This is an optimization exercise on Yosys and OpenROAD, whose aim is small area and a short achievable clock period, not a production implementation. In this exercise RTL edits were held to simulation tests only and were not proved equivalent to the original. Power and IR drop assume default switching activity.

## flow/design.v (module list and top-level ports; edited modules follow where they fit)
// module hwpe_stream_fifo: 51 lines
// module hwpe_shift_fifo: 51 lines
// module hwpe_ctrl_decode: 99 lines
// module hwpe_mac_engine: 1045 lines
// module hwpe_result_unit: 55 lines
// module cluster_hwpe_tile: 114 lines
module cluster_hwpe_tile #(
  parameter int unsigned OpndDepth = 4,
  parameter int unsigned ResDepth  = 4
) (
  input  logic                               clk_i,
  input  logic                               rst_n_i,
  input  logic                               wb_cyc_i,
  input  logic                               wb_stb_i,
  input  logic                               wb_we_i,
  input  logic [tile_cfg_pkg::WB_ADDR_W-1:0] wb_adr_i,
  input  logic [tile_cfg_pkg::WB_DATA_W-1:0] wb_dat_i,
  output logic [tile_cfg_pkg::WB_DATA_W-1:0] wb_dat_o,
  output logic                               wb_ack_o,
  output logic                               wb_err_o,
  output logic                               evt_o
);
  // ...
==> flow/flow/run.sh <==
#!/bin/bash
# Standard synthesis, then the standard layout with a tighter setup
# target for repair_timing (the clock and constraints are unchanged).
set -euo pipefail
MARGIN=${MARGIN:-6.8}
bash standard.sh synth > synth.log 2>&1
bash standard.sh SETUP_SLACK_MARGIN=$MARGIN "BUFFER_PORTS_ARGS=-buffer_cell sky130_fd_sc_hd__buf_2" finish > layout.log 2>&1
==> flow/standard.sh <==
#!/bin/bash
# synth_recipe.tcl (not shown) runs the flow's synth.tcl, then flattens the netlist and writes it again
# the make line also repeats each setting of config.mk as NAME=value (left out here)
make -C /OpenROAD-flow-scripts/flow DESIGN_CONFIG=/design/flow/config.mk WORK_HOME=/design/flow/orfs CLKGATE_MAP_FILE= SYNTH_SCRIPT=/design/flow/synth_recipe.tcl "${@:-finish}"
==> flow/config.mk <==
export PLATFORM = sky130hd
export DESIGN_NAME = cluster_hwpe_tile
export DESIGN_NICKNAME = cluster_hwpe_tile
export VERILOG_FILES = /design/flow/design.v
export SDC_FILE = /design/flow/constraint.sdc
export NUM_CORES = 4
export LEC_CHECK = 0
export ABC_CLOCK_PERIOD_IN_PS = 3500
export CAP_MARGIN = 20
export CORE_MARGIN = 2
export CORE_UTILIZATION = 40
export CTS_CLUSTER_DIAMETER = 120
export CTS_CLUSTER_SIZE = 24
export SLEW_MARGIN = 20
==> flow/constraint.sdc <==
create_clock -name core_clock -period 10.0 [get_ports {clk_i}]
set_input_delay 2.0000 -clock core_clock [delete_from_list [all_inputs] [get_ports {clk_i}]]
set_output_delay 2.0000 -clock core_clock [all_outputs]
set_load 0.01 [all_outputs]
==> impl_metrics.toml, run 1 <==
[yosys]
yosysTopAreaCellShare = 0.420
ys_seq_area_frac = 0.505
synth_flop_cell = "edfxtp_1"
synth-xor-area-share = 0.129
synth_area_sq_um = 26300
yosys.area_share.simple = 0.0641

[clocking]
ctsLongestPathBuffers = 3
numCtsBuffers = 24
cts_hold_buf = 0
clock-sinks = 472
insertion_delay_ns = 0.61

[critical_path]
crit_start = "i_opnd_fifo.mem_q[0][14]$_DFFE_PP_"
worstSetupEndpoint = "i_engine.c_q[17]$_DFFE_PP_"
worst_setup_path_start_kind = "flip-flop"
critical_path.cell_chain = "buf_12 > buf_8 > a22oi_2 > xnor2_2 > fa_1 > maj3_2 > fa_1 > fa_2 > xor2_1 > xnor2_1"
critical_path_depth = 10
cpMostUsedCell = "fa_1"
cpLargestDelayFamily = "adder cells"
slowest_stage = "fa_2"

[min_path]
min_path_type = "flip-flop to flip-flop"
min_to = "i_decode.wb_dat_o[31]$_DFF_P_"

[power]
total_power_mw = 7.14
clock_net_power_mw = 1.11
clock_power_share = 0.155

[finish]
fillCellCount = 5872
drive_above_1_share = 0.206
nNonClkInverters = 104
regArea_sq_um = 13300

[detailed_routing]
wl_per_cell_microns = 22.3
drt-initial-drc-count = 1340

[job]
maxCapViolCount = 0

[floorplanning]
start_util = 0.402
die_area_sq_um = 67900
fp-row-count = 94
taps = 864
pin_count = 104

[sta]
fin_setup_tns_ns = 0
drv_slew = 0
hold_slack_ns = 0.503

[outcome]
status = "no timing/DRC/antenna violations"

[global_routing]
overflow = 0
grt-busiest-layer = "met2"
==> run 2, diff against run 1 <==
--- a/flow/config.mk
+++ b/flow/config.mk
@@ -8,7 +8,7 @@
 export ABC_CLOCK_PERIOD_IN_PS = 3500
 export CAP_MARGIN = 20
 export CORE_MARGIN = 2
-export CORE_UTILIZATION = 40
+export CORE_UTILIZATION = 55
 export CTS_CLUSTER_DIAMETER = 120
 export CTS_CLUSTER_SIZE = 24
 export SLEW_MARGIN = 20
==> run 2 against run 1 <==
Critical path depth shrank 1. Largest power group unchanged. Final cell count shrank 7.2%. Via count shrank 0.61%. Total power grew 1.6%.
==> impl_metrics.toml, run 2 <==
[finish]
top_regs = "i_opnd_fifo.mem_q: 128 flops, i_res_fifo.mem_q: 128 flops"
fin_util = 0.623
final_common_cell = "edfxtp_1"
layout_common_cells = "edfxtp_1, xnor2_1, nand2_1"
fin_nets = 2427
regArea_sq_um = 13300
drive_above_1_share = 0.226
areaGrowthSynthToFinish_pct = 12.2
multi_input_area_sq_um = 12800
fillCellCount = 3783

[critical_path]
cp-end-kind = "flip-flop"
critical_path_class = "flip-flop to flip-flop"
r2r_slack_ns = 6.54
crit_path_max_fanout = 4
cp.arrival_ns = 3.81
required_ns = 10.34
worst_setup_path_start_kind = "flip-flop"

[sta]
period_minus_slack_ns = 3.46
max_slew.worst_pin.slew_ns = 1.15
fin_setup_tns_ns = 0
fmax_mhz = 289
skew_ns = 0.0388
rsz0062_at_grt = "true"
hold_viol = 0
setup_violations = 0
relSlewSlack = 0.214
fin_crit_sh = 0.346
fin_ws_ns = 6.54
drv_slew = 0

[yosys]
yosys.area.top_type = "edfxtp_1"
synth-edff-count = 368
synth_area_sq_um = 26300
yosysTopAreaCellShare = 0.420
synthArstFlopShare = 0.0657
ys_ff_latch = 472
syn_avg_cell_area_sq_um = 12.4
synth_nets = 2333
ys_seq_area_frac = 0.505
postSynthCellCount = 2115
synth.most_common_cell = "edfxtp_1"
synth.distinct_cells = 65
synth_area_leaders = "edfxtp_1, xnor2_1, dfxtp_1"
yosys_warnings = 7
synth_common_cells = "edfxtp_1, xnor2_1, nand2_1"
synth_flop_cell = "edfxtp_1"

[clocking]
ctsLongestPathBuffers = 3
clkTransAtPathRegs_ns = 0.10
insertion_delay_ns = 0.62
cts_root_buffer = "clkbuf_16"
cts_tree = "built"
clock-sinks = 472
cts_hold_buf = 0
numCtsBuffers = 25
cts_max_level = 1

[detailed_routing]
dr.pass1.iters = 5
ant_nets = 0
routed_wl_microns = 66600
drc = 0
drt-initial-drc-count = 1237
wl_per_cell_microns = 23.4
viasPerCell = 5.84
vias = 16596

[min_path]
min_path_type = "flip-flop to flip-flop"

[place]
dp_hpwl_microns = 44600
gp_congestion = 0.892
place_ws_ns = 5.46
portBuffers = 73

[power]
power_per_cell_area_nw_per_um2 = 246
leakage_nw = 11.0
ir_drop_uv = 338

[global_routing]
use_met2 = 0.422
grt_pass1_vias = 16242
grt_max_degree = 69
grt_use_total = 0.267
grt_antenna_before_repair = 4
grt_pass1_wl_microns = 99200
overflow = 0
grt-busiest-layer = "met2"
grt.met1_usage = 0.367
use_met3 = 0.0421

[floorplanning]
fp-row-count = 80
fp.dieW_microns = 223
pin_count = 104
core_sq_um = 47400
die_area_sq_um = 49600
die_h_microns = 223
start_util = 0.555

[job]
maxCapViolCount = 0

[outcome]
status = "no timing/DRC/antenna violations"
run 2: cell counts after synthesis:
No cell type changed its count.
run 2: timing repair:
item                       in CTS  in global routing
cloned                          1                  0
resized for setup              87                 91
buffers inserted               58                 24
pin swaps                      36                 58
setup endpoints to repair     154                 95
run 2: layer usage:
metal / up-vias / part of all wire
met4: 2 / 0.045
met3: 126 / 0.056
li1: 7646 / -
met2: 426 / 0.46
met1: 8396 / 0.43
met5: - / 0.0013
run 2: cells by family (layout without fill, tap and decap cells):
logic type,count (synthesis),count (layout),share of synthesized area
AO/OA/AOI/OAI,327,327,0.0858
other,0,1,0
multiplexers,122,122,0.0647
buffers and inverters,233,346,0.0358
adder cells (fa/ha/maj),214,214,0.116
AND/OR/NAND/NOR,374,374,0.0641
XOR/XNOR,373,373,0.129
flip-flops,472,472,0.505
run 2: final timing paths:
path | start | to | depth (start not counted)
max in group asynchronous | rst_n_i | i_res_fifo.rd_ptr_q[0]$_DFFE_PN0P_ | 1
min in group asynchronous | rst_n_i | i_res_fifo.wr_ptr_q[0]$_DFFE_PN0P_ | 1
setup / recovery | i_opnd_fifo.mem_q[0][14]$_DFFE_PP_ | i_engine.c_q[17]$_DFFE_PP_ | 9
setup reg to reg | i_opnd_fifo.mem_q[0][14]$_DFFE_PP_ | i_engine.c_q[17]$_DFFE_PP_ | 9
hold reg to reg | i_decode.ctrl_q[22]$_DFFE_PP_ | i_decode.wb_dat_o[22]$_DFF_P_ | 2
hold / removal | i_decode.ctrl_q[22]$_DFFE_PP_ | i_decode.wb_dat_o[22]$_DFF_P_ | 2
run 2: critical path, cell delays in order, from the launching register on:
cell and delay [ns]:
edfxtp_1 0.50, buf_6 0.18, a22oi_2 0.21, xnor2_2 0.15
fa_2 0.51, maj3_2 0.35, fa_1 0.46, fa_2 0.57
xor2_1 0.18, xnor2_1 0.08
run 2: layout make-up:
cell class,count,area share
inverter,103,0.0140
sequential,472,0.450
clock inverter,5,0.00309
clock buffer,41,0.0232
antenna,1,0.0000847
timing repair inverter,1,0.000254
multi-input combinational,1410,0.433
timing repair buffer,196,0.0499
tap,615,0.0260
run 2: per-stage QoR:
stage / hold slack, ns / cell area [sq um] / instances / power [mW]
2_1_floorplan: 0.437 / 26400 / 2115 / 5.16
3_5_place_dp: 0.473 / 27300 / 2714 / 5.75
5_1_grt: 0.511 / 29500 / 2843 / 7.71
4_1_cts: 0.493 / 29000 / 2819 / 7.05
6_report: 0.490 / 29500 / 2844 / 7.26
3_3_place_gp: 0.472 / 27300 / 2714 / 5.67
run 2: power by group:
part	switching [mW]	leakage [nW]	internal, mW
Combinational	1.81	6.11	1.74
Clock	0.669	0.367	0.493
Sequential	0.0790	4.52	2.47
==> run 3, diff against run 2 <==
==> flow/flow/run.sh (replaced) <==
#!/bin/bash
# Standard synthesis, then the standard layout with a tighter setup
# target for repair_timing (the clock and constraints are unchanged).
set -euo pipefail
MARGIN=${MARGIN:-6.4}
bash standard.sh synth > synth.log 2>&1
bash standard.sh SETUP_SLACK_MARGIN=$MARGIN "BUFFER_PORTS_ARGS=-buffer_cell sky130_fd_sc_hd__buf_2" finish > layout.log 2>&1
--- a/flow/config.mk
+++ b/flow/config.mk
@@ -8,7 +8,7 @@
 export ABC_CLOCK_PERIOD_IN_PS = 3500
 export CAP_MARGIN = 20
 export CORE_MARGIN = 2
-export CORE_UTILIZATION = 55
+export CORE_UTILIZATION = 40
 export CTS_CLUSTER_DIAMETER = 120
 export CTS_CLUSTER_SIZE = 24
 export SLEW_MARGIN = 20
==> run 3 against run 2 <==
Still clean on timing, DRC and antenna. Global-route usage fell by 6.9 points. First-iteration DRC count increased by 5.0%. Register-to-register slack worse by 0.03 ns. Area after synthesis did not move. Largest power group unchanged. Highest routed layer is now met4.
==> impl_metrics.toml, run 3 <==
[outcome]
status = "no timing/DRC/antenna violations"

[floorplanning]
fp-row-count = 94
pin_count = 104
die_area_sq_um = 67900
start_util = 0.402
die_h_microns = 261
core_sq_um = 65500
fp.dieW_microns = 261

[clocking]
clkTransAtPathRegs_ns = 0.10
cts_max_level = 1
insertion_delay_ns = 0.59
numCtsBuffers = 24
ctsLongestPathBuffers = 3
cts_root_buffer = "clkbuf_16"
cts_tree = "built"
cts_hold_buf = 0
clock-sinks = 472

[critical_path]
r2r_start = "i_opnd_fifo.mem_q[0][14]$_DFFE_PP_"
worst_path_largest_cell_delay_ns = 0.61
cpMostUsedCell = "fa_1"
critical_path.cell_chain = "buf_6 > a22oi_1 > xnor2_2 > fa_1 > maj3_2 > fa_1 > fa_1 > xor2_1 > xnor2_1"
required_ns = 10.33
slowest_stage = "fa_1"
cp.arrival_ns = 3.83
cpLargestDelayFamily = "adder cells"
critical_path_depth = 9
critical_path_buf_inv_count = 1
cp-end-kind = "flip-flop"
worst_setup_path_start_kind = "flip-flop"
r2r_cells = 9
crit_path_max_fanout = 17
crit_start = "i_opnd_fifo.mem_q[0][14]$_DFFE_PP_"
critical_path_class = "flip-flop to flip-flop"

[yosys]
yosys.area.top_type = "edfxtp_1"
synth_area_sq_um = 26300
synth-edff-count = 368
synth_nets = 2333
synth.distinct_cells = 65
synth_flop_cell = "edfxtp_1"
ys_ff_latch = 472
ys_seq_area_frac = 0.505
postSynthCellCount = 2115
synth.most_common_cell = "edfxtp_1"
yosysTopAreaCellShare = 0.420
syn_avg_cell_area_sq_um = 12.4
synthArstFlopShare = 0.0657
synth_common_cells = "edfxtp_1, xnor2_1, nand2_1"
synth_area_leaders = "edfxtp_1, xnor2_1, dfxtp_1"
yosys_warnings = 7

[job]
maxCapViolCount = 0

[sta]
drv_slew = 0
fin_ws_ns = 6.51
max_slew.worst_pin.slew_ns = 1.03
setup_violations = 0
fin_setup_tns_ns = 0
fmax_mhz = 286
rsz0062_at_grt = "false"
relSlewSlack = 0.316
hold_viol = 0
skew_ns = 0.0200
fin_crit_sh = 0.349
period_minus_slack_ns = 3.49

[power]
sequentialPowerShare = 0.370
total_power_mw = 6.88
swShare = 0.351
clock_power_share = 0.160
p_int_mw = 4.46
p_comb_frac = 0.470
power_per_cell_area_nw_per_um2 = 239
leakage_nw = 10.5
ir_drop_uv = 144
p_switching_mw = 2.41

[finish]
areaGrowthSynthToFinish_pct = 9.41
drive_above_1_share = 0.160
diodes = 0
fin_nets = 2374
layout_common_cells = "edfxtp_1, xnor2_1, nand2_1"
top_regs = "i_opnd_fifo.mem_q: 128 flops, i_res_fifo.mem_q: 128 flops"
final_common_cell = "edfxtp_1"

[global_routing]
grt_use_total = 0.198
grt_pass1_vias = 16409
grt_pass1_wl_microns = 101000
overflow = 0
grt_antenna_before_repair = 2
grt_max_degree = 69

[min_path]
min_path_type = "flip-flop to flip-flop"
min-delay-start = "i_decode.ctrl_q[28]$_DFFE_PP_"
hold_depth = 2

[detailed_routing]
drc = 0
drt-initial-drc-count = 1299
wl_per_cell_microns = 22.3
viasPerCell = 5.41
routed_wl_microns = 67600
vias = 16435
dr.pass1.iters = 5
ant_nets = 0

[place]
dp_hpwl_microns = 45500
portBuffers = 73
place_ws_ns = 5.57
gp_congestion = 0.889
==> run 3: cell counts after synthesis <==
Identical to the previous run, type by type.
==> run 3: path summary, 6_finish.rpt <==
kind / end / slack [ns]
setup / recovery: i_engine.c_q[17]$_DFFE_PP_ / 6.51
hold / removal: i_decode.wb_dat_o[28]$_DFF_P_ / 0.49
setup reg to reg: i_engine.c_q[17]$_DFFE_PP_ / 6.51
hold reg to reg: i_decode.wb_dat_o[28]$_DFF_P_ / 0.49
max in group asynchronous: i_res_fifo.rd_ptr_q[0]$_DFFE_PN0P_ / 7.93
min in group asynchronous: i_res_fifo.wr_ptr_q[0]$_DFFE_PN0P_ / 1.51
==> run 3: routing by layer <==
layer  wire length (microns)  up-vias  track usage
met5                       0        -            0
met3                    4460       86       0.0343
met4                    1640        0       0.0487
met2                   31600      497        0.322
li1                        -     7527            -
met1                   29800     8325        0.275
==> run 3: final cells by class <==
type                            count  area (sq um)
Clock buffer                       40           661
Timing Repair Buffer              144          1020
Clock inverter                      4          53.8
Tap cell                          864          1080
Timing Repair inverter              1          7.51
Inverter                          103           398
Multi-Input combinational cell   1410         12300
Fill cell                        5894         36700
Sequential cell                   472         13300
==> run 3: repair_timing <==
item / 4_1_cts / 5_1_grt
pin swaps: 0 / 11
gates cloned: 1 / 0
gates resized for setup: 16 / 42
setup endpoints to repair: 104 / 96
setup buffers: 5 / 11
==> run 3: kinds of logic (layout without fill, tap and decap cells) <==
| kind of cell | Yosys count | after routing | synth area share |
|---|---|---|---|
| DFF | 472 | 472 | 0.505 |
| buffers and inverters | 233 | 292 | 0.0358 |
| and+or+nand+nor | 374 | 374 | 0.0641 |
| adders and majority gates | 214 | 214 | 0.116 |
| muxes | 122 | 122 | 0.0647 |
| xor gates and xnor gates | 373 | 373 | 0.129 |
| AOI/OAI and AO/OA | 327 | 327 | 0.0858 |
==> run 3: tightest hold or removal path, stage by stage, from the launching register on <==
cell and delay, ns:
edfxtp_1 0.33, a22oi_1 0.06, nor2_1 0.07
==> run 3: power by group through the flow <==
stage / Clock (mW) / Combinational [mW] / Sequential, mW
2_1_floorplan: 0 / 2.59 / 2.55
3_3_place_gp: 0 / 3.06 / 2.59
3_5_place_dp: 0 / 3.17 / 2.59
4_1_cts: 1.13 / 3.21 / 2.54
5_1_grt: 1.19 / 3.59 / 2.55
6_report: 1.10 / 3.23 / 2.54
==> run 3: stage by stage <==
stage | util | std cells | area, sq um | hold WS, ns
after global placement | 0.422 | 2977 | 27600 | 0.483
after detailed placement | 0.422 | 2977 | 27600 | 0.469
after global routing | 0.440 | 3038 | 28800 | 0.532
after floorplan | - | 2115 | 26300 | 0.437
after CTS | 0.435 | 3027 | 28500 | 0.491
final | 0.440 | 3038 | 28800 | 0.490
==> run 4, diff against run 3 <==
==> flow/flow/run.sh (replaced) <==
#!/bin/bash
# Standard synthesis, then the standard layout with a tighter setup
# target for repair_timing (the clock and constraints are unchanged).
set -euo pipefail
MARGIN=${MARGIN:-6.6}
bash standard.sh synth > synth.log 2>&1
bash standard.sh SETUP_SLACK_MARGIN=$MARGIN "BUFFER_PORTS_ARGS=-buffer_cell sky130_fd_sc_hd__buf_2" finish > layout.log 2>&1
==> run 4 against run 3 <==
First-iteration DRC count rose by 24%. Sequential power rose by 2%. Critical endpoint unchanged. Critical path depth rose by 1. Synthesized cell count did not move. Sequential share of layout area barely moved. Largest power group unchanged. Hold slack improved by 0.012 ns.
==> impl_metrics.toml, run 4 <==
[outcome]
status = "no timing/DRC/antenna violations"

[sta]
relSlewSlack = 0.337
fin_setup_tns_ns = 0
hold_slack_ns = 0.502
fmax_mhz = 292
fin_crit_sh = 0.343
drv_slew = 0
rsz0062_at_grt = "true"
skew_ns = 0.0258
period_minus_slack_ns = 3.43
max_slew.worst_pin.slew_ns = 0.994
setup_violations = 0
hold_viol = 0

[yosys]
synth_common_cells = "edfxtp_1, xnor2_1, nand2_1"
synth.most_common_cell = "edfxtp_1"
yosysTopAreaCellShare = 0.420
syn_avg_cell_area_sq_um = 12.4
ys_ff_latch = 472
postSynthCellCount = 2115
synth_flop_cell = "edfxtp_1"
synth.distinct_cells = 65
ys_seq_area_frac = 0.505
synth_nets = 2333
synth_area_leaders = "edfxtp_1, xnor2_1, dfxtp_1"
synthArstFlopShare = 0.0657
yosys.area.top_type = "edfxtp_1"
yosys_warnings = 7
synth-edff-count = 368
synth_area_sq_um = 26300

[critical_path]
cpMostUsedCell = "xor2_1"
slowest_stage = "fa_2"
cp-end-kind = "flip-flop"
critical_path.cell_chain = "buf_4 > a22oi_1 > xor2_1 > xor2_1 > xnor2_2 > maj3_2 > fa_1 > fa_2 > xor2_1 > xnor2_1"
critical_path_buf_inv_count = 1
crit_path_max_fanout = 17
required_ns = 10.34
cpLargestDelayFamily = "adder cells"
critical_path_class = "flip-flop to flip-flop"
cp.arrival_ns = 3.77
worst_path_largest_cell_delay_ns = 0.60
worst_setup_path_start_kind = "flip-flop"

[global_routing]
grt-busiest-layer = "met2"
grt_max_degree = 67
grt_pass1_vias = 16008
grt_pass1_wl_microns = 101000
use_met3 = 0.0253
overflow = 0
grt_use_total = 0.196
grt.met1_usage = 0.277
use_met2 = 0.327
grt_antenna_before_repair = 1

[finish]
diodes = 0
fin_area_sq_um = 28900
drive_above_1_share = 0.165
fillCellCount = 5931
layout_common_cells = "edfxtp_1, xnor2_1, nand2_1"
final_common_cell = "edfxtp_1"
top_regs = "i_opnd_fifo.mem_q: 128 flops, i_res_fifo.mem_q: 128 flops"
multi_input_area_sq_um = 12300
fin_nets = 2369
fin_util = 0.440
regArea_sq_um = 13300
areaGrowthSynthToFinish_pct = 9.60

[clocking]
numCtsBuffers = 24
cts_max_level = 1
ctsLongestPathBuffers = 3
cts_hold_buf = 0
clock-sinks = 472
cts_root_buffer = "clkbuf_16"
insertion_delay_ns = 0.59
clkTransAtPathRegs_ns = 0.11
cts_tree = "built"

[power]
p_switching_mw = 2.42
clock_power_share = 0.161
sequentialPowerShare = 0.373
swShare = 0.350
ir_drop_uv = 153
p_int_mw = 4.49
leakage_nw = 10.5
p_comb_frac = 0.466
power_per_cell_area_nw_per_um2 = 239

[floorplanning]
core_sq_um = 65500
start_util = 0.402
fp-row-count = 94
die_area_sq_um = 67900
fp.dieW_microns = 261
die_h_microns = 261
pin_count = 104

[detailed_routing]
dr.pass1.iters = 5
ant_nets = 0
drc = 0
wl_per_cell_microns = 22.2
viasPerCell = 5.40
vias = 16393
routed_wl_microns = 67400
drt-initial-drc-count = 1615

[place]
postPlaceCellArea_sq_um = 27600
gp_congestion = 0.843
portBuffers = 73
dp_hpwl_microns = 45200

[job]
maxCapViolCount = 0

[min_path]
min_path_type = "flip-flop to flip-flop"
[run 4: cell types whose count changed in the layout (fill, tap and decap cells not counted), moves of 3 or more]
cell     delta
dfxtp_2     +3
dfxtp_1     -4
buf_6       -3
buf_4       -4
xor2_2      -3
[run 4: final timing paths]
kind,start,end,slack [ns],cells past startpoint
min in group asynchronous,rst_n_i,i_res_fifo.occ_q[1]$_DFFE_PN0P_,1.50,1
max in group asynchronous,rst_n_i,i_res_fifo.rd_ptr_q[0]$_DFFE_PN0P_,7.93,1
worst max-delay path,i_opnd_fifo.mem_q[0][5]$_DFFE_PP_,i_engine.c_q[17]$_DFFE_PP_,6.57,10
worst min register to register,i_decode.ctrl_q[25]$_DFFE_PP_,i_decode.wb_dat_o[25]$_DFF_P_,0.50,2
worst min-delay path,i_decode.ctrl_q[25]$_DFFE_PP_,i_decode.wb_dat_o[25]$_DFF_P_,0.50,2
worst max register to register,i_opnd_fifo.mem_q[0][5]$_DFFE_PP_,i_engine.c_q[17]$_DFFE_PP_,6.57,10
[run 4: final cells by class]
class                      count  area share
tap                          864      0.0375
clock buffer                  40      0.0229
timing repair inverter         1    0.000260
multi-input combinational   1410       0.427
sequential                   472       0.462
timing repair buffer         139      0.0346
clock inverter                 4     0.00182
inverter                     103      0.0141
[run 4: power groups by stage]
stage          Combinational, mW  Sequential [mW]  Clock [mW]
2_1_floorplan               2.59             2.55           0
3_3_place_gp                3.03             2.61           0
3_5_place_dp                3.12             2.61           0
4_1_cts                     3.16             2.57        1.14
5_1_grt                     3.56             2.59        1.20
6_report                    3.22             2.58        1.11
[run 4: cells by family (layout without fill, tap and decap cells)]
group           Yosys count  count (layout)  share of synthesized area
compound gates          327             327                     0.0858
xor+xnor                373             373                      0.129
fa+ha+maj               214             214                      0.116
buf+inv                 233             287                     0.0358
flops                   472             472                      0.505
mux                     122             122                     0.0647
simple gates            374             374                     0.0641
[run 4: repair_timing]
action,4_1_cts,5_1_grt
endpoints found under the hold margin,0,0
endpoints found under the setup margin,122,90
setup buffers,5,12
cloned,1,1
pin swaps,6,22
gates resized for setup,32,44
[run 4: tightest hold or removal path: stages (launching register included)]
cell and delay (ns):
edfxtp_1 0.33, a22oi_1 0.06, nor2_1 0.08
[run 4: through the flow]
step                      instances  total power, mW  worst slack, ns
after CTS                      3020             6.88             6.60
after global routing           3033             7.35             6.39
after global placement         2970             5.64             5.64
after floorplan                2115             5.14             6.52
final                          3033             6.91             6.57
after detailed placement       2970             5.73             5.59
[run 4: per-layer routing]
metal / up-vias / part of all wire
li1: 7509 / -
met1: 8377 / 0.45
met5: - / 0
met4: 0 / 0.016
met2: 443 / 0.48
met3: 64 / 0.054
==> run 5, diff against run 4 <==
==> flow/flow/run.sh (replaced) <==
#!/bin/bash
# Standard synthesis, then the standard layout with a tighter setup
# target for repair_timing (the clock and constraints are unchanged).
set -euo pipefail
MARGIN=${MARGIN:-6.8}
bash standard.sh synth > synth.log 2>&1
bash standard.sh SETUP_SLACK_MARGIN=$MARGIN "BUFFER_PORTS_ARGS=-buffer_cell sky130_fd_sc_hd__buf_2" finish > layout.log 2>&1
--- a/flow/config.mk
+++ b/flow/config.mk
@@ -9,6 +9,6 @@
 export CAP_MARGIN = 20
 export CORE_MARGIN = 2
 export CORE_UTILIZATION = 40
-export CTS_CLUSTER_DIAMETER = 120
-export CTS_CLUSTER_SIZE = 24
+export CTS_CLUSTER_DIAMETER = 130
+export CTS_CLUSTER_SIZE = 27
 export SLEW_MARGIN = 20
==> run 5 against run 4 <==
Critical path type unchanged. Synthesized cell count unchanged. Still clean on timing, DRC and antenna. Non-clock buffer count grew 36. Via count is 1.6% higher. Combinational power is 8.7% higher.
==> impl_metrics.toml, run 5 <==
[finish]
fillCellCount = 5862
diodes = 0
drive_above_1_share = 0.210
fin_area_sq_um = 29500
fin_nets = 2404
top_regs = "i_opnd_fifo.mem_q: 128 flops, i_res_fifo.mem_q: 128 flops"
final_common_cell = "edfxtp_1"
areaGrowthSynthToFinish_pct = 12.1
layout_common_cells = "edfxtp_1, xnor2_1, nand2_1"

[yosys]
synth_area_leaders = "edfxtp_1, xnor2_1, dfxtp_1"
yosys_warnings = 7
synth_nets = 2333
yosysTopAreaCellShare = 0.420
synth.distinct_cells = 65
yosys.area.top_type = "edfxtp_1"
synth_flop_cell = "edfxtp_1"
synthArstFlopShare = 0.0657
postSynthCellCount = 2115
ys_ff_latch = 472
synth.most_common_cell = "edfxtp_1"
ys_seq_area_frac = 0.505
syn_avg_cell_area_sq_um = 12.4
synth_common_cells = "edfxtp_1, xnor2_1, nand2_1"
synth-edff-count = 368
synth_area_sq_um = 26300

[power]
ir_drop_uv = 151
leakage_nw = 10.8
power_per_cell_area_nw_per_um2 = 241

[sta]
hold_slack_ns = 0.499
setup_violations = 0
relSlewSlack = 0.314
skew_ns = 0.0226
drv_slew = 0
rsz0062_at_grt = "true"
fin_ws_ns = 6.56
max_slew.worst_pin.slew_ns = 1.03
period_minus_slack_ns = 3.44
hold_viol = 0
fin_crit_sh = 0.344
fmax_mhz = 291
fin_setup_tns_ns = 0

[critical_path]
required_ns = 10.33
r2r_slack_ns = 6.56
crit_path_max_fanout = 4
critical_path_class = "flip-flop to flip-flop"
r2r_cells = 10
rr_endpoint = "i_engine.c_q[17]$_DFFE_PP_"
worst_setup_path_start_kind = "flip-flop"
cp-end-kind = "flip-flop"
crit_start = "i_opnd_fifo.mem_q[0][14]$_DFFE_PP_"
r2r_start = "i_opnd_fifo.mem_q[0][14]$_DFFE_PP_"
cp.arrival_ns = 3.76

[job]
maxCapViolCount = 0

[place]
postPlaceCellArea_sq_um = 27600
portBuffers = 73
place_ws_ns = 5.63
gp_congestion = 0.854
dp_hpwl_microns = 45200

[outcome]
status = "no timing/DRC/antenna violations"

[clocking]
ctsLongestPathBuffers = 3
clkTransAtPathRegs_ns = 0.10
cts_max_level = 1
cts_tree = "built"
insertion_delay_ns = 0.59
clock-sinks = 472
numCtsBuffers = 22
cts_root_buffer = "clkbuf_16"

[floorplanning]
die_area_sq_um = 67900
pin_count = 104
start_util = 0.402
fp-row-count = 94
core_sq_um = 65500
fp.dieW_microns = 261
die_h_microns = 261

[min_path]
hold_depth = 2
min-delay-start = "i_decode.ctrl_q[24]$_DFFE_PP_"
min_to = "i_decode.wb_dat_o[24]$_DFF_P_"
min_path_type = "flip-flop to flip-flop"

[global_routing]
grt_pass1_wl_microns = 103000
grt_use_total = 0.200
overflow = 0
grt_pass1_vias = 16752
grt_max_degree = 67
grt_antenna_before_repair = 1

[detailed_routing]
dr.pass1.iters = 5
vias = 16656
routed_wl_microns = 68400
drc = 0
drt-initial-drc-count = 1422
wl_per_cell_microns = 22.3
ant_nets = 0
viasPerCell = 5.43
run 5: cell counts after synthesis:
Identical to the previous run, type by type.
run 5: worst max-delay path by stage:
stage	to	slack (ns)	depth (start not counted)
floorplan	i_result.head_q[0]$_DFFE_PP_	6.52	7
global placement	i_result.head_q[1]$_DFFE_PP_	5.66	7
detailed placement	i_result.head_q[25]$_DFFE_PP_	5.63	7
CTS	i_engine.c_q[17]$_DFFE_PP_	6.56	10
global route	i_engine.c_q[17]$_DFFE_PP_	6.43	10
finish	i_engine.c_q[17]$_DFFE_PP_	6.56	10
run 5: area by class of cell:
type	count	area [sq um]	area share
Clock inverter	4	71.3	0.00242
Multi-Input combinational cell	1411	12700	0.431
Inverter	103	407	0.0138
Timing Repair inverter	1	7.51	0.000254
Tap cell	864	1080	0.0366
Sequential cell	472	13300	0.451
Timing Repair Buffer	175	1320	0.0448
Clock buffer	36	603	0.0204
run 5: routing by layer:
| metal | wire length (microns) | vias to the layer above | share of wire | track usage |
|---|---|---|---|---|
| met5 | 0 | - | 0 | 0 |
| met4 | 1010 | 0 | 0.015 | 0.0381 |
| met3 | 3970 | 59 | 0.058 | 0.0301 |
| met2 | 33200 | 463 | 0.49 | 0.337 |
| met1 | 30100 | 8546 | 0.44 | 0.277 |
| li1 | - | 7588 | - | - |
run 5: what timing repair did:
action	in CTS	in global routing
hold endpoints to repair	0	0
setup buffers	45	12
hold buffers	0	0
pin swaps	41	36
cloned	2	0
setup endpoints to repair	163	100
resized for setup	80	70
run 5: metrics by stage:
stage	util	total power, mW	instances
after CTS	0.444	6.98	3054
after global routing	0.451	7.56	3066
after floorplan	-	5.16	2115
after global placement	0.422	5.66	2967
final	0.451	7.13	3066
after detailed placement	0.422	5.76	2967
run 5: power breakdown:
group	leakage [nW]	switching [mW]	internal (mW)
Sequential	4.52	0.0933	2.47
Clock	0.317	0.636	0.432
Combinational	5.99	1.78	1.71
run 5: cells by family after synthesis:
group                      after synthesis  synth area share
and+or+nand+nor                        374            0.0641
muxes                                  122            0.0647
AOI/OAI and AO/OA                      327            0.0858
xor gates and xnor gates               373             0.129
DFF                                    472             0.505
adders and majority gates              214             0.116
buffers and inverters                  233            0.0358
run 5: worst max-delay path, cell delays in order (launching register included):
cell and delay (ns):
edfxtp_1 0.43, buf_12 0.16, buf_8 0.12, a22oi_2 0.21, xnor2_2 0.14, fa_1 0.48
maj3_2 0.34, fa_1 0.45, fa_2 0.58, xor2_1 0.19, xnor2_1 0.08
==> run 6, diff against run 5 <==
==> flow/flow/run.sh (replaced) <==
#!/bin/bash
# Standard synthesis, then the standard layout with a tighter setup
# target for repair_timing (the clock and constraints are unchanged).
set -euo pipefail
MARGIN=${MARGIN:-6.6}
bash standard.sh synth > synth.log 2>&1
bash standard.sh SETUP_SLACK_MARGIN=$MARGIN "BUFFER_PORTS_ARGS=-buffer_cell sky130_fd_sc_hd__buf_2" finish > layout.log 2>&1
--- a/flow/config.mk
+++ b/flow/config.mk
@@ -6,9 +6,9 @@
 export NUM_CORES = 4
 export LEC_CHECK = 0
 export ABC_CLOCK_PERIOD_IN_PS = 3500
-export CAP_MARGIN = 20
+export CAP_MARGIN = 0
 export CORE_MARGIN = 2
 export CORE_UTILIZATION = 40
-export CTS_CLUSTER_DIAMETER = 130
-export CTS_CLUSTER_SIZE = 27
-export SLEW_MARGIN = 20
+export CTS_CLUSTER_DIAMETER = 120
+export CTS_CLUSTER_SIZE = 24
+export SLEW_MARGIN = 0
==> run 6 against run 5 <==
Still clean on timing, DRC and antenna. Clock skew grew 0.0032 ns. Sequential cell count is the same. Via count shrank 1.6%. Synthesized cell count is the same. Non-clock buffer count shrank 36. Sequential power is essentially flat. Total power shrank 3.1%. Cell area shrank 2.3%. Critical path type unchanged. Critical endpoint unchanged.
==> impl_metrics.toml, run 6 <==
[outcome]
status = "no timing/DRC/antenna violations"

[finish]
fin_nets = 2369
regArea_sq_um = 13300
layout_common_cells = "edfxtp_1, xnor2_1, nand2_1"
fillCellCount = 5931
fin_cells = 3033
final_common_cell = "edfxtp_1"
diodes = 0
top_regs = "i_opnd_fifo.mem_q: 128 flops, i_res_fifo.mem_q: 128 flops"
areaGrowthSynthToFinish_pct = 9.60
multi_input_area_sq_um = 12300
drive_above_1_share = 0.165

[detailed_routing]
drc = 0
dr.pass1.iters = 5
drt-initial-drc-count = 1615
ant_nets = 0
wl_per_cell_microns = 22.2
viasPerCell = 5.40
vias = 16393
routed_wl_microns = 67400

[clocking]
numCtsBuffers = 24
clock-sinks = 472
ctsLongestPathBuffers = 3
clkTransAtPathRegs_ns = 0.11
cts_max_level = 1
insertion_delay_ns = 0.59
cts_root_buffer = "clkbuf_16"
cts_hold_buf = 0
cts_tree = "built"

[sta]
fmax_mhz = 292
fin_setup_tns_ns = 0
fin_crit_sh = 0.343
drv_slew = 0
max_slew.worst_pin.slew_ns = 0.994
period_minus_slack_ns = 3.43
relSlewSlack = 0.337
fin_ws_ns = 6.57
rsz0062_at_grt = "true"
skew_ns = 0.0258
setup_violations = 0
hold_viol = 0

[yosys]
synthAdderAreaFrac = 0.116
synth.most_common_cell = "edfxtp_1"
yosys_warnings = 7
synth-edff-count = 368
syn_avg_cell_area_sq_um = 12.4
synth-xor-area-share = 0.129
synth_nets = 2333
yosysTopAreaCellShare = 0.420
synth.distinct_cells = 65
yosys-mux-area-fraction = 0.0647
ys_ff_latch = 472
ys_seq_area_frac = 0.505
yosys.area.top_type = "edfxtp_1"
synthArstFlopShare = 0.0657
synth_top_family_by_area = "XOR/XNOR gates"
synth_area_sq_um = 26300
synth_area_leaders = "edfxtp_1, xnor2_1, dfxtp_1"
synth_compound_area_frac = 0.0858
postSynthCellCount = 2115
synth_common_cells = "edfxtp_1, xnor2_1, nand2_1"
synth_flop_cell = "edfxtp_1"
yosys.area_share.simple = 0.0641

[floorplanning]
die_h_microns = 261
fp.dieW_microns = 261
pin_count = 104
core_sq_um = 65500
fp-row-count = 94
start_util = 0.402
die_area_sq_um = 67900

[critical_path]
critical_path_buf_inv_count = 1
rr_endpoint = "i_engine.c_q[17]$_DFFE_PP_"
worst_path_largest_cell_delay_ns = 0.60
r2r_slack_ns = 6.57
cpMostUsedCell = "xor2_1"
critical_path_class = "flip-flop to flip-flop"
worst_setup_path_start_kind = "flip-flop"
cp-end-kind = "flip-flop"
slowest_stage = "fa_2"
r2r_start = "i_opnd_fifo.mem_q[0][5]$_DFFE_PP_"
required_ns = 10.34
r2r_cells = 10
cp.arrival_ns = 3.77
cpLargestDelayFamily = "adder cells"
crit_path_max_fanout = 17
critical_path.cell_chain = "buf_4 > a22oi_1 > xor2_1 > xor2_1 > xnor2_2 > maj3_2 > fa_1 > fa_2 > xor2_1 > xnor2_1"

[power]
power_per_cell_area_nw_per_um2 = 239
swShare = 0.350
leakage_nw = 10.5
clock_power_share = 0.161
p_int_mw = 4.49
total_power_mw = 6.91
p_switching_mw = 2.42
ir_drop_uv = 153
p_comb_frac = 0.466
sequentialPowerShare = 0.373

[place]
place_ws_ns = 5.59
dp_hpwl_microns = 45200
dp_cells = 2970
gp_congestion = 0.843
portBuffers = 73

[global_routing]
grt_antenna_before_repair = 1
grt_max_degree = 67
grt_pass1_wl_microns = 101000
grt_pass1_vias = 16008
overflow = 0
grt_use_total = 0.196

[job]
maxCapViolCount = 0

[min_path]
min_to = "i_decode.wb_dat_o[25]$_DFF_P_"
min_path_type = "flip-flop to flip-flop"
min-delay-start = "i_decode.ctrl_q[25]$_DFFE_PP_"
hold_depth = 2
run 6: final cells by class:
| cell class | instances | area share |
|---|---|---|
| Tap cell | 864 | 0.0375 |
| Sequential cell | 472 | 0.462 |
| Multi-Input combinational cell | 1410 | 0.427 |
| Inverter | 103 | 0.0141 |
| Timing Repair Buffer | 139 | 0.0346 |
| Clock buffer | 40 | 0.0229 |
| Timing Repair inverter | 1 | 0.000260 |
| Clock inverter | 4 | 0.00182 |
run 6: timing repair:
action | 4_1_cts | 5_1_grt
pin swaps | 6 | 22
endpoints found under the setup margin | 122 | 90
buffers inserted | 5 | 12
gates resized for setup | 32 | 44
gates cloned | 1 | 1
run 6: per-stage QoR:
stage / util / hold WS [ns] / area, sq um
2_1_floorplan: - / 0.437 / 26400
3_3_place_gp: 0.422 / 0.481 / 27600
3_5_place_dp: 0.422 / 0.483 / 27600
4_1_cts: 0.435 / 0.502 / 28500
5_1_grt: 0.440 / 0.529 / 28900
6_report: 0.440 / 0.502 / 28900
run 6: metal layers:
layer	vias up	wire length (microns)	global-route usage
met1	8377	30500	0.277
met2	443	32200	0.327
met5	-	0	0
met3	64	3610	0.0253
met4	0	1090	0.0329
li1	7509	-	-
run 6: cell families after synthesis:
kind of cell / Yosys count
xor gates and xnor gates: 373
DFF: 472
AOI/OAI and AO/OA: 327
and+or+nand+nor: 374
muxes: 122
buffers and inverters: 233
adders and majority gates: 214
run 6: power groups by stage:
| stage | Combinational (mW) | Clock [mW] | Sequential [mW] |
|---|---|---|---|
| floorplan | 2.59 | 0 | 2.55 |
| global placement | 3.03 | 0 | 2.61 |
| detailed placement | 3.12 | 0 | 2.61 |
| CTS | 3.16 | 1.14 | 2.57 |
| global route | 3.56 | 1.20 | 2.59 |
| finish | 3.22 | 1.11 | 2.58 |
run 6: worst register-to-register path, cell delays in order (launching register included):
cell and delay (ns):
edfxtp_1 0.38, buf_4 0.23, a22oi_1 0.23, xor2_1 0.28
xor2_1 0.28, xnor2_2 0.14, maj3_2 0.34, fa_1 0.47
fa_2 0.60, xor2_1 0.17, xnor2_1 0.07
run 6: worst max path at each step:
stage                                  startpoint                            to  slack, ns  cells past startpoint
3_5_place_dp                          wb_adr_i[2]  i_result.head_q[0]$_DFFE_PP_       5.59                      7
5_1_grt         i_opnd_fifo.mem_q[0][8]$_DFFE_PP_    i_engine.s_q[20]$_DFFE_PP_       6.39                     14
3_3_place_gp                          wb_adr_i[2]  i_result.head_q[0]$_DFFE_PP_       5.64                      7
2_1_floorplan                         wb_adr_i[2]  i_result.head_q[0]$_DFFE_PP_       6.52                      7
6_report        i_opnd_fifo.mem_q[0][5]$_DFFE_PP_    i_engine.c_q[17]$_DFFE_PP_       6.57                     10
4_1_cts        i_opnd_fifo.mem_q[0][12]$_DFFE_PP_    i_engine.c_q[17]$_DFFE_PP_       6.60                      9
==> run 7, diff against run 6 <==
==> flow/flow/run.sh (replaced) <==
#!/bin/bash
# Standard synthesis, then the standard layout with a tighter setup
# target for repair_timing and plain buffers on the ports; each step logs
# to its own file here (the ORFS logs are under orfs/logs).
# The clock and constraints are unchanged.
set -euo pipefail
MARGIN=${MARGIN:-6.8}
bash standard.sh synth > synth.log 2>&1
bash standard.sh SETUP_SLACK_MARGIN=$MARGIN "BUFFER_PORTS_ARGS=-buffer_cell sky130_fd_sc_hd__buf_2" finish > layout.log 2>&1
--- a/flow/config.mk
+++ b/flow/config.mk
@@ -6,9 +6,9 @@
 export NUM_CORES = 4
 export LEC_CHECK = 0
 export ABC_CLOCK_PERIOD_IN_PS = 3500
-export CAP_MARGIN = 0
+export CAP_MARGIN = 20
 export CORE_MARGIN = 2
 export CORE_UTILIZATION = 40
 export CTS_CLUSTER_DIAMETER = 120
 export CTS_CLUSTER_SIZE = 24
-export SLEW_MARGIN = 0
+export SLEW_MARGIN = 20
==> run 7 against run 6 <==
Sequential cell count is the same. Sequential share of layout area shrank 0.99 points. Critical path type unchanged. Clock skew grew 0.0034 ns. Wire length grew 1.3%. Area after synthesis is the same. Sequential power is essentially flat. Hold slack gained 0.0012 ns.
==> impl_metrics.toml, run 7 <==
[detailed_routing]
drc = 0
vias = 16698
routed_wl_microns = 68300
drt-initial-drc-count = 1340
wl_per_cell_microns = 22.3
dr.pass1.iters = 5
viasPerCell = 5.45
ant_nets = 0

[critical_path]
critical_path_class = "flip-flop to flip-flop"
critical_path.cell_chain = "buf_12 > buf_8 > a22oi_2 > xnor2_2 > fa_1 > maj3_2 > fa_1 > fa_2 > xor2_1 > xnor2_1"
r2r_slack_ns = 6.58
crit_path_max_fanout = 4
cpMostUsedCell = "fa_1"
cp.arrival_ns = 3.76
worst_path_largest_cell_delay_ns = 0.58
cp-end-kind = "flip-flop"
worst_setup_path_start_kind = "flip-flop"
required_ns = 10.34
cpLargestDelayFamily = "adder cells"
slowest_stage = "fa_2"
critical_path_buf_inv_count = 2

[power]
ir_drop_uv = 128
total_power_mw = 7.14
leakage_nw = 10.8
power_per_cell_area_nw_per_um2 = 242

[floorplanning]
start_util = 0.402
fp-row-count = 94
core_sq_um = 65500
die_h_microns = 261
fp.dieW_microns = 261
die_area_sq_um = 67900
pin_count = 104

[sta]
rsz0062_at_grt = "true"
skew_ns = 0.0292
hold_viol = 0
relSlewSlack = 0.316
period_minus_slack_ns = 3.42
hold_slack_ns = 0.503
max_slew.worst_pin.slew_ns = 1.03
drv_slew = 0
fin_setup_tns_ns = 0
fmax_mhz = 292
fin_crit_sh = 0.342
setup_violations = 0

[clocking]
insertion_delay_ns = 0.61
cts_max_level = 1
ctsLongestPathBuffers = 3
clkTransAtPathRegs_ns = 0.09
cts_hold_buf = 0
clock-sinks = 472
cts_tree = "built"
numCtsBuffers = 24
cts_root_buffer = "clkbuf_16"

[yosys]
yosys_warnings = 7
synth_area_sq_um = 26300
synth_flop_cell = "edfxtp_1"
syn_avg_cell_area_sq_um = 12.4
synthArstFlopShare = 0.0657
synth.distinct_cells = 65
synth-edff-count = 368
ys_seq_area_frac = 0.505
yosysTopAreaCellShare = 0.420
synth_area_leaders = "edfxtp_1, xnor2_1, dfxtp_1"
yosys.area.top_type = "edfxtp_1"
synth.most_common_cell = "edfxtp_1"
synth_common_cells = "edfxtp_1, xnor2_1, nand2_1"
postSynthCellCount = 2115
ys_ff_latch = 472
synth_nets = 2333

[finish]
areaGrowthSynthToFinish_pct = 12.0
fillCellCount = 5872
drive_above_1_share = 0.206
final_common_cell = "edfxtp_1"
layout_common_cells = "edfxtp_1, xnor2_1, nand2_1"
fin_nets = 2401
fin_cells = 3066
top_regs = "i_opnd_fifo.mem_q: 128 flops, i_res_fifo.mem_q: 128 flops"
fin_area_sq_um = 29500

[place]
dp_hpwl_microns = 45200
postPlaceCellArea_sq_um = 27600
portBuffers = 73
dp_cells = 2967
gp_congestion = 0.854

[global_routing]
grt_use_total = 0.200
grt_pass1_vias = 16738
grt_pass1_wl_microns = 103000
grt_max_degree = 67
grt_antenna_before_repair = 1
overflow = 0

[outcome]
status = "no timing/DRC/antenna violations"

[job]
maxCapViolCount = 0

[min_path]
min_path_type = "flip-flop to flip-flop"
run 7: repair_timing:
action                                  in CTS  in global routing
buffers inserted                            46                  7
pin swaps                                   42                 38
endpoints found under the setup margin     163                104
cloned                                       1                  0
resized for setup                           80                 63
run 7: path summary, 6_finish.rpt:
check | start | end | cells after the start
min | i_decode.ctrl_q[31]$_DFFE_PP_ | i_decode.wb_dat_o[31]$_DFF_P_ | 2
min in group asynchronous | rst_n_i | i_res_fifo.wr_ptr_q[0]$_DFFE_PN0P_ | 1
max | i_opnd_fifo.mem_q[0][14]$_DFFE_PP_ | i_engine.c_q[17]$_DFFE_PP_ | 10
min reg2reg | i_decode.ctrl_q[31]$_DFFE_PP_ | i_decode.wb_dat_o[31]$_DFF_P_ | 2
max in group asynchronous | rst_n_i | i_res_fifo.rd_ptr_q[0]$_DFFE_PN0P_ | 1
max reg2reg | i_opnd_fifo.mem_q[0][14]$_DFFE_PP_ | i_engine.c_q[17]$_DFFE_PP_ | 10
run 7: metrics by stage:
step / setup slack (ns) / utilization
3_5_place_dp: 5.63 / 0.422
4_1_cts: 6.56 / 0.444
3_3_place_gp: 5.66 / 0.422
5_1_grt: 6.44 / 0.450
6_report: 6.58 / 0.450
2_1_floorplan: 6.52 / -
run 7: worst register-to-register path: cells and delay by family, from the launching register on:
kind / cells / cell delay [ns]
fa+ha+maj: 4 / 1.85
compound gates: 1 / 0.21
xor+xnor: 3 / 0.41
buf+inv: 2 / 0.28
flops: 1 / 0.43
run 7: logic make-up (layout without fill, tap and decap cells):
| group | Yosys count | in the layout | synth area share |
|---|---|---|---|
| simple gates | 374 | 374 | 0.0641 |
| other cells | 0 | 1 | 0 |
| buf+inv | 233 | 319 | 0.0358 |
| flops | 472 | 472 | 0.505 |
| compound gates | 327 | 327 | 0.0858 |
| mux | 122 | 122 | 0.0647 |
| fa+ha+maj | 214 | 214 | 0.116 |
| xor+xnor | 373 | 373 | 0.129 |
run 7: final cells by class:
type                    count  area, sq um  share of cell area
flip-flops and latches    472        13300               0.452
multi-input cells        1410        12700               0.430
repair buffers            171         1280              0.0435
well taps                 864         1080              0.0367
clock buffers              40          661              0.0224
inverters                 103          407              0.0138
clock inverters             4         53.8             0.00182
repair inverters            1         7.51            0.000255
diodes                      1         2.50           0.0000849
run 7: where the power goes:
group	internal, mW	switching (mW)
Sequential	2.47	0.0926
Combinational	1.70	1.77
Clock	0.467	0.644
Total	4.63	2.51
run 7: layer usage:
| layer | GRT usage | vias to the layer above | routed length, microns |
|---|---|---|---|
| li1 | - | 7582 | - |
| met1 | 0.275 | 8544 | 29800 |
| met2 | 0.334 | 486 | 32900 |
| met3 | 0.0305 | 86 | 4160 |
| met4 | 0.0465 | 0 | 1490 |
| met5 | 0 | - | 0 |
==> run 8, diff against run 7 <==
--- a/flow/flow/run.sh
+++ b/flow/flow/run.sh
@@ -4,6 +4,6 @@
 # to its own file here (the ORFS logs are under orfs/logs).
 # The clock and constraints are unchanged.
 set -euo pipefail
-MARGIN=${MARGIN:-6.8}
+MARGIN=${MARGIN:-6.6}
 bash standard.sh synth > synth.log 2>&1
 bash standard.sh SETUP_SLACK_MARGIN=$MARGIN "BUFFER_PORTS_ARGS=-buffer_cell sky130_fd_sc_hd__buf_2" finish > layout.log 2>&1
==> run 8 against run 7 <==
Critical path depth stayed put. Clock skew fell by 0.0034 ns. Combinational power down 7.2%. Cell area shrank 2.1%. Die area unchanged. Via count down 1.8%. Hold slack lost 0.0012 ns. Core utilization fell by 0.96 points. Sequential share of layout area up 0.99 points. Critical path type unchanged.
==> impl_metrics.toml, run 8 <==
[clocking]
cts_max_level = 1
cts_root_buffer = "clkbuf_16"
clkTransAtPathRegs_ns = 0.11
clock-sinks = 472
cts_tree = "built"
insertion_delay_ns = 0.59
ctsLongestPathBuffers = 3
cts_hold_buf = 0
numCtsBuffers = 24

[yosys]
yosysTopAreaCellShare = 0.420
synth.most_common_cell = "edfxtp_1"
synth_flop_cell = "edfxtp_1"
syn_avg_cell_area_sq_um = 12.4
postSynthCellCount = 2115
ys_ff_latch = 472
synth_area_sq_um = 26300
synth_common_cells = "edfxtp_1, xnor2_1, nand2_1"
synthArstFlopShare = 0.0657
yosys_warnings = 7
ys_seq_area_frac = 0.505
synth-edff-count = 368
synth.distinct_cells = 65
synth_nets = 2333
synth_area_leaders = "edfxtp_1, xnor2_1, dfxtp_1"
yosys.area.top_type = "edfxtp_1"

[sta]
skew_ns = 0.0258
max_slew.worst_pin.slew_ns = 0.994
rsz0062_at_grt = "true"
fin_setup_tns_ns = 0
fmax_mhz = 292
setup_violations = 0
relSlewSlack = 0.337
fin_crit_sh = 0.343
fin_ws_ns = 6.57
drv_slew = 0
period_minus_slack_ns = 3.43
hold_viol = 0

[power]
leakage_nw = 10.5
power_per_cell_area_nw_per_um2 = 239
sequentialPowerShare = 0.373
clock_power_share = 0.161
p_comb_frac = 0.466
p_switching_mw = 2.42
swShare = 0.350
ir_drop_uv = 153
p_int_mw = 4.49

[global_routing]
grt_pass1_vias = 16008
grt_max_degree = 67
grt_antenna_before_repair = 1
grt_use_total = 0.196
grt_pass1_wl_microns = 101000
overflow = 0

[critical_path]
crit_path_max_fanout = 17
cp-end-kind = "flip-flop"
required_ns = 10.34
critical_path_class = "flip-flop to flip-flop"
cp.arrival_ns = 3.77
worst_setup_path_start_kind = "flip-flop"

[finish]
layout_common_cells = "edfxtp_1, xnor2_1, nand2_1"
diodes = 0
drive_above_1_share = 0.165
final_common_cell = "edfxtp_1"
fin_nets = 2369
areaGrowthSynthToFinish_pct = 9.60
top_regs = "i_opnd_fifo.mem_q: 128 flops, i_res_fifo.mem_q: 128 flops"

[floorplanning]
die_h_microns = 261
fp-row-count = 94
die_area_sq_um = 67900
core_sq_um = 65500
pin_count = 104
start_util = 0.402
fp.dieW_microns = 261

[min_path]
min_path_type = "flip-flop to flip-flop"

[detailed_routing]
routed_wl_microns = 67400
drt-initial-drc-count = 1615
drc = 0
vias = 16393
viasPerCell = 5.40
ant_nets = 0
wl_per_cell_microns = 22.2
dr.pass1.iters = 5

[job]
maxCapViolCount = 0

[place]
place_ws_ns = 5.59
gp_congestion = 0.843
portBuffers = 73
dp_hpwl_microns = 45200

[outcome]
status = "no timing/DRC/antenna violations"
[run 8: cell types whose count changed in the layout (fill, tap and decap cells not counted), moves of 11 or more]
| cell | before | now |
|---|---|---|
| buf_4 | 73 | 49 |
| xnor2_1 | 274 | 293 |
| xnor2_2 | 33 | 16 |
| maj3_1 | 38 | 49 |
| maj3_2 | 27 | 16 |
[run 8: critical path: stages (launching register included)]
cell	delay, ns
edfxtp_1	0.38
buf_4	0.23
a22oi_1	0.21
xor2_1	0.28
xor2_1	0.28
xnor2_2	0.14
maj3_2	0.34
fa_1	0.47
fa_2	0.60
xor2_1	0.17
xnor2_1	0.07
[run 8: cell type report]
class / count / area, sq um
clock buffer: 40 / 661
timing repair inverter: 1 / 7.51
clock inverter: 4 / 52.6
tap: 864 / 1080
sequential: 472 / 13300
multi-input combinational: 1410 / 12300
inverter: 103 / 407
fill: 5931 / 36700
timing repair buffer: 139 / 998
[run 8: repair_timing]
action,CTS,global route
gates cloned,1,1
buffers inserted,5,12
resized for setup,32,44
endpoints found under the setup margin,122,90
pin swaps,6,22
[run 8: final timing paths]
kind | start | to | slack [ns] | cells past startpoint
max | i_opnd_fifo.mem_q[0][5]$_DFFE_PP_ | i_engine.c_q[17]$_DFFE_PP_ | 6.57 | 10
min | i_decode.ctrl_q[25]$_DFFE_PP_ | i_decode.wb_dat_o[25]$_DFF_P_ | 0.50 | 2
max reg2reg | i_opnd_fifo.mem_q[0][5]$_DFFE_PP_ | i_engine.c_q[17]$_DFFE_PP_ | 6.57 | 10
min reg2reg | i_decode.ctrl_q[25]$_DFFE_PP_ | i_decode.wb_dat_o[25]$_DFF_P_ | 0.50 | 2
max in group asynchronous | rst_n_i | i_res_fifo.rd_ptr_q[0]$_DFFE_PN0P_ | 7.93 | 1
min in group asynchronous | rst_n_i | i_res_fifo.occ_q[1]$_DFFE_PN0P_ | 1.50 | 1
[run 8: cell families (layout without fill, tap and decap cells)]
kind of cell	count (synthesis)	after routing	synth area share
muxes	122	122	0.0647
AOI/OAI and AO/OA	327	327	0.0858
and+or+nand+nor	374	374	0.0641
xor gates and xnor gates	373	373	0.129
buffers and inverters	233	287	0.0358
adders and majority gates	214	214	0.116
DFF	472	472	0.505
[run 8: power groups by stage]
stage          clock, mW  sequential, mW  combinational, mW
3_3_place_gp           0            2.61               3.03
4_1_cts             1.14            2.57               3.16
3_5_place_dp           0            2.61               3.12
2_1_floorplan          0            2.55               2.59
5_1_grt             1.20            2.59               3.56
6_report            1.11            2.58               3.22
[run 8: stage by stage]
stage	utilization	hold WS, ns	cell area, sq um	instances	power [mW]
after floorplan	-	0.437	26400	2115	5.14
after detailed placement	0.422	0.483	27600	2970	5.73
after CTS	0.435	0.502	28500	3020	6.88
after global placement	0.422	0.481	27600	2970	5.64
after global routing	0.440	0.529	28900	3033	7.35
final	0.440	0.502	28900	3033	6.91
[run 8: routing by layer]
metal	vias up	track usage	part of all wire	wire, microns
met3	64	0.0253	0.054	3610
met1	8377	0.277	0.45	30500
met2	443	0.327	0.48	32200
met4	0	0.0329	0.016	1090
met5	-	0	0	0
li1	7509	-	-	-

re-timing with driven ports:
The results above use ideal ports. As a check the final layouts listed here were re-extracted and re-timed, cells and wires unchanged.
Step 1: set_driving_cell puts a clkbuf_16 on clk_i and a buf_2 on each other input, an assumption about the parent block.
Step 2 also shifts input and output timing later by t, the mid clock arrival at the registers, as if the neighbouring blocks saw the same clock.
Slacks: ideal / step 1 / step 2; pairs: ideal / step 1.
run | shift t [ns] | setup slack, ns | worst setup path after step 2 | latest minus earliest clock arrival (ns) | pins driven straight from the clock port
run 1 | 0.657 | 6.580 / 6.580 / 6.286 | input to register | 0.029 / 0.029 | 1
run 2 | 0.654 | 6.535 / 6.535 / 6.280 | input to register | 0.038 / 0.038 | 1
run 3 | 0.637 | 6.505 / 6.505 / 5.926 | input to register | 0.020 / 0.020 | 1
run 4 | 0.633 | 6.570 / 6.570 / 6.141 | input to register | 0.026 / 0.026 | 1
run 5 | 0.645 | 6.562 / 6.562 / 6.317 | input to register | 0.023 / 0.023 | 1
run 6 | 0.633 | 6.570 / 6.570 / 6.141 | input to register | 0.026 / 0.026 | 1
run 7 | 0.657 | 6.580 / 6.580 / 6.286 | input to register | 0.029 / 0.029 | 1
run 8 | 0.633 | 6.570 / 6.570 / 6.141 | input to register | 0.026 / 0.026 | 1
After both steps every run listed still meets setup and hold. The setup slack of run 3, which loses most, moves by 0.000 ns with the drivers and by -0.579 ns with both steps.
